This is an optimization exercise on Yosys and OpenROAD, whose aim is small area, not a production implementation. In this exercise RTL edits were held to simulation tests only and were not proved equivalent to the original. Power and IR drop assume default switching activity. The clock port is modelled as an ideal driver; clocking choices that lean on that would not hold on a real chip.

cedar:
==> flow/design.v <==
module mips_dmem_responder (
  input  logic        clk,
  input  logic        resetN,
  input  logic        req_valid,
  output logic        req_ready,
  input  logic        req_we,
  input  logic [31:0] req_addr,
  input  logic [31:0] req_wdata,
  input  logic [3:0]  req_be,
  output logic        resp_valid,
  input  logic        resp_ready,
  output logic [31:0] resp_rdata,
  output logic        resp_err
);
  localparam int N     = 64;    
  localparam int WSTEP = 4;     
  localparam int RSTEP = 4;     
  localparam int NW    = N / WSTEP;
  localparam int NR    = (N - 1) / RSTEP + 1;
  logic [1:0] ph;
  logic       idle;
  logic       waiting;
  logic       accept;
  assign idle       = (ph == 2'b00);
  assign waiting    = ph[0];
  assign req_ready  = idle;
  assign resp_valid = (ph == 2'b10);
  assign accept     = req_valid && idle;
  logic st_acc;
  assign st_acc = accept && req_we;
  always_ff @(posedge clk or negedge resetN) begin
    if (!resetN) begin
      ph <= 2'b00;
    end else begin
      case (ph)
        2'b00:   ph <= accept ? 2'b01 : 2'b00;
        2'b01:   ph <= 2'b11;
        2'b11:   ph <= 2'b10;
        default: ph <= resp_ready ? 2'b00 : 2'b10;
      endcase
    end
  end
  logic [5:0] t;
  always_ff @(posedge clk or negedge resetN) begin
    if (!resetN) begin
      t <= 6'd0;
    end else begin
      t <= t + 6'd1;
    end
  end
  logic        req_err;
  logic        req_st;
  assign req_err   = (req_addr[1:0] != 2'b00) || (req_addr[31:8] != 24'd0);
  assign req_st    = req_we && !req_err;
  logic [5:0]  pos_q;     
  logic [3:0]  be_q;
  logic        ld_q;      
  logic        err_q;
  logic        st_q;      
  logic [31:0] dat_q;     
  always_ff @(posedge clk) begin
    if (accept) begin
      be_q  <= req_be;
      ld_q  <= !req_we && !req_err;
      err_q <= req_err;
    end
  end
  always_ff @(posedge clk or negedge resetN) begin
    if (!resetN) begin
      st_q <= 1'b0;
    end else if (accept) begin
      st_q <= req_st;
    end
  end
  assign resp_err   = err_q;
  logic        got;       
  logic [31:0] rval;
  assign resp_rdata = ld_q ? (dat_q | rval) : 32'd0;
  logic [3:0] swept;
  always_ff @(posedge clk or negedge resetN) begin
    if (!resetN) begin
      swept <= 4'b0000;
    end else begin
      swept <= {swept[2:0], 1'b1};
    end
  end
  logic sweep;
  assign sweep = !swept[3];
  logic [N-1:0][31:0] rd;
  logic [N-1:0][31:0] rd_n;
  logic [NW-1:0] wen;
  always_comb begin
    for (int k = 0; k < NW; k++) begin
      wen[k] = st_q && (pos_q == 6'(k * WSTEP));
    end
  end
  logic [NW*4-1:0]        p_c1;
  logic [NW*4-1:0]        p_c2;
  logic [NW-1:0][31:0]    p_next;
  logic [31:0]            dat_n;
  assign dat_n = ~dat_q;
  for (genvar k = 0; k < NW; k++) begin : g_port
    for (genvar i = 0; i < 4; i++) begin : g_lane
      logic wr;
      assign wr = wen[k] && be_q[i];
      if (k % 2 == 0) begin : g_even
        assign p_c1[4*k + i] = wr;
        assign p_c2[4*k + i] = !wr && !sweep;
      end else begin : g_odd
        assign p_c1[4*k + i] = wr || sweep;
        assign p_c2[4*k + i] = !wr;
      end
    end
  end
  logic [NR-1:0] tsel;      
  dmem_ring_ports #(.NP(NW), .NR(NR), .RS(RSTEP)) u_ports (
    .c1    (p_c1),
    .c2    (p_c2),
    .dat   (dat_q),
    .dat_n (dat_n),
    .rd    (rd),
    .tsel  (tsel),
    .tseln (~tsel),
    .wdat  (req_wdata),
    .wsel  ({4{st_acc}} & req_be),
    .next  (p_next),
    .rval  (rval)
  );
  for (genvar q = 0; q < N; q++) begin : g_pos
    if (q % WSTEP == 0) begin : g_port
      assign rd_n[q] = p_next[q / WSTEP];
    end else begin : g_shift
      assign rd_n[q] = rd[(q + N - 1) % N];
    end
  end
  always_ff @(posedge clk) begin
    rd <= rd_n;
  end
  logic [5:0]    apos;
  logic [5:0]    rpos;
  logic [NR-1:0] rsel;
  logic          rhit;
  assign apos = req_addr[7:2] + t;
  assign rpos = idle ? apos : pos_q;
  always_ff @(posedge clk) begin
    pos_q <= (accept ? apos : pos_q) + 6'd1;
  end
  always_comb begin
    rhit = 1'b0;
    for (int k = 0; k < NR; k++) begin
      rsel[k] = (rpos == 6'(k * RSTEP));
      rhit    = rhit || rsel[k];
      tsel[k] = rsel[k] && !st_acc && (idle || !got);
    end
  end
  logic lcap;
  assign lcap = rhit && ld_q && !got && !idle;
  always_ff @(posedge clk) begin
    if (accept || lcap) begin
      dat_q <= rval;
    end
  end
  always_ff @(posedge clk) begin
    if (accept) begin
      got <= rhit;
    end else if (lcap) begin
      got <= 1'b1;
    end
  end
endmodule
module dmem_ring_ports #(
  parameter int NP = 16,
  parameter int NR = 16,
  parameter int RS = 4
) (
  input  logic [NP*4-1:0]     c1,
  input  logic [NP*4-1:0]     c2,
  input  logic [31:0]         dat,
  input  logic [31:0]         dat_n,
  input  logic [NP*4-1:0][31:0] rd,
  input  logic [NR-1:0]       tsel,
  input  logic [NR-1:0]       tseln,    
  input  logic [31:0]         wdat,
  input  logic [3:0]          wsel,
  output logic [NP-1:0][31:0] next,
  output logic [31:0]         rval
);
  localparam int N  = NP * 4;
  logic [N-1:0][31:0] rd_n;
  for (genvar k = 0; k < NP; k++) begin : g_port
    for (genvar i = 0; i < 4; i++) begin : g_lane
      if (k % 2 == 0) begin : g_even
        assign next[k][8*i +: 8] = ~((dat[8*i +: 8] & {8{c1[4*k + i]}})
                                   | (rd[(4*k + N - 1) % N][8*i +: 8] & {8{c2[4*k + i]}}));
      end else begin : g_odd
        assign next[k][8*i +: 8] = ~((rd[(4*k + N - 1) % N][8*i +: 8] | {8{c1[4*k + i]}})
                                   & (dat_n[8*i +: 8] | {8{c2[4*k + i]}}));
      end
    end
  end
  for (genvar q = 0; q < N; q++) begin : g_pos
    if (q % 4 == 0) begin : g_port
      assign rd_n[q] = next[q / 4];
    end else begin : g_shift
      assign rd_n[q] = rd[(q + N - 1) % N];
    end
  end
  logic [31:0] wterm;
  assign wterm = wdat & {{8{wsel[3]}}, {8{wsel[2]}}, {8{wsel[1]}}, {8{wsel[0]}}};
  always_comb begin
    rval = wterm;
    for (int k = 0; k < NR; k++) begin
      if (((k * RS) / 4) % 2 == 0) begin
        rval = rval | ~({32{tseln[k]}} | rd_n[k * RS]);
      end else begin
        rval = rval | ({32{tsel[k]}} & rd_n[k * RS]);
      end
    end
  end
endmodule
export LEC_CHECK = 0
export CAP_MARGIN = 20
export CORE_MARGIN = 2
export CORE_UTILIZATION = 70
export PLACE_DENSITY = 0.8
export SLEW_MARGIN = 20
export SYNTH_HIERARCHICAL = 1
create_clock -name core_clock -period 8.0 [get_ports {clk}]
standard.sh (not shown) runs the stock make flow with config.mk's settings and CLKGATE_MAP_FILE= SYNTH_SCRIPT=/design/flow/synth_recipe.tcl, a recipe that flattens the netlist after the stock synthesis.
==> flow/flow/run.sh <==
#!/bin/bash
# Layout flow: the standard ORFS flow (standard.sh), with two changes:
#  - clock tree synthesis without dummy loads, with larger sink clusters;
#  - port buffers of the smallest buffer cell (every port still gets one).
# make's full output goes to make_finish.log here; ORFS keeps each step's
# log under orfs/logs/.
set -euo pipefail
bash standard.sh finish \
  "CTS_ARGS=-sink_clustering_enable -repair_clock_nets -dont_use_dummy_load -sink_clustering_size 30 -sink_clustering_max_diameter 70" \
  "BUFFER_PORTS_ARGS=-buffer_cell sky130_fd_sc_hd__buf_1" \
  > make_finish.log 2>&1
The following lists how oak was set up differently from cedar:
--- a/flow/design.v
+++ b/flow/design.v
@@ -74,9 +74,9 @@
   end
   assign resp_err   = err_q;
   logic        got;       
   logic [31:0] rval;
-  assign resp_rdata = ld_q ? (dat_q | rval) : 32'd0;
+  assign resp_rdata = !ld_q ? 32'd0 : got ? dat_q : rval;
   logic [3:0] swept;
   always_ff @(posedge clk or negedge resetN) begin
     if (!resetN) begin
       swept <= 4'b0000;
@@ -149,21 +149,21 @@
     rhit = 1'b0;
     for (int k = 0; k < NR; k++) begin
       rsel[k] = (rpos == 6'(k * RSTEP));
       rhit    = rhit || rsel[k];
-      tsel[k] = rsel[k] && !st_acc && (idle || !got);
+      tsel[k] = rsel[k] && !st_acc;
     end
   end
   logic lcap;
-  assign lcap = rhit && ld_q && !got && !idle;
-  always_ff @(posedge clk) begin
-    if (accept || lcap) begin
+  assign lcap = rhit && (accept || (ld_q && !got && !idle));
+  always_ff @(posedge clk) begin
+    if (st_acc || lcap) begin
       dat_q <= rval;
     end
   end
   always_ff @(posedge clk) begin
     if (accept) begin
-      got <= rhit;
+      got <= lcap;
     end else if (lcap) begin
       got <= 1'b1;
     end
   end
Findings:
- Looking at the reports, oak completed the entire flow and the layout it produced met the timing, design-rule and antenna checks.
- oak ended with more half-perimeter wire length after placement than cedar.
- Taking cedar as the reference, in oak total non-filler cell area in the finished layout saw an increase, internal power contribution increased by about 0.33% relative to the old numbers, post-route minimum period higher, total power has increased.

[afterwards: timing with drivers on the ports]
Ports are ideal in the flow. The routed layouts listed here were re-timed in OpenROAD. Step 1 assumes that a clkbuf_16 drives the clock port and a buf_2 every other input. Step 2 moves the port delays by t, midway between the first and last clock arrival at a register: inputs arrive t later, outputs are due t later. That takes back most of the time a late clock gives input paths. a / b / c = ideal / step 1 / step 2; a / b = the first two.
run | t (ns) | slack for setup (ns) | worst hold slack (ns) | slew at the worst register clock pin (ns) | worst data-port slew with drivers (ns)
cedar | 0.708 | 0.777 / 0.752 / 0.752 | 0.300 / 0.300 / 0.300 | 0.11 / 0.11 | 0.05
oak | 0.699 | 0.467 / 0.447 / 0.447 | 0.272 / 0.272 / 0.272 | 0.11 / 0.11 | 0.05
After both steps every run listed still meets setup and hold. For cedar, which loses most, drivers alone change the setup slack by -0.025 ns; drivers and shift together by -0.025 ns.
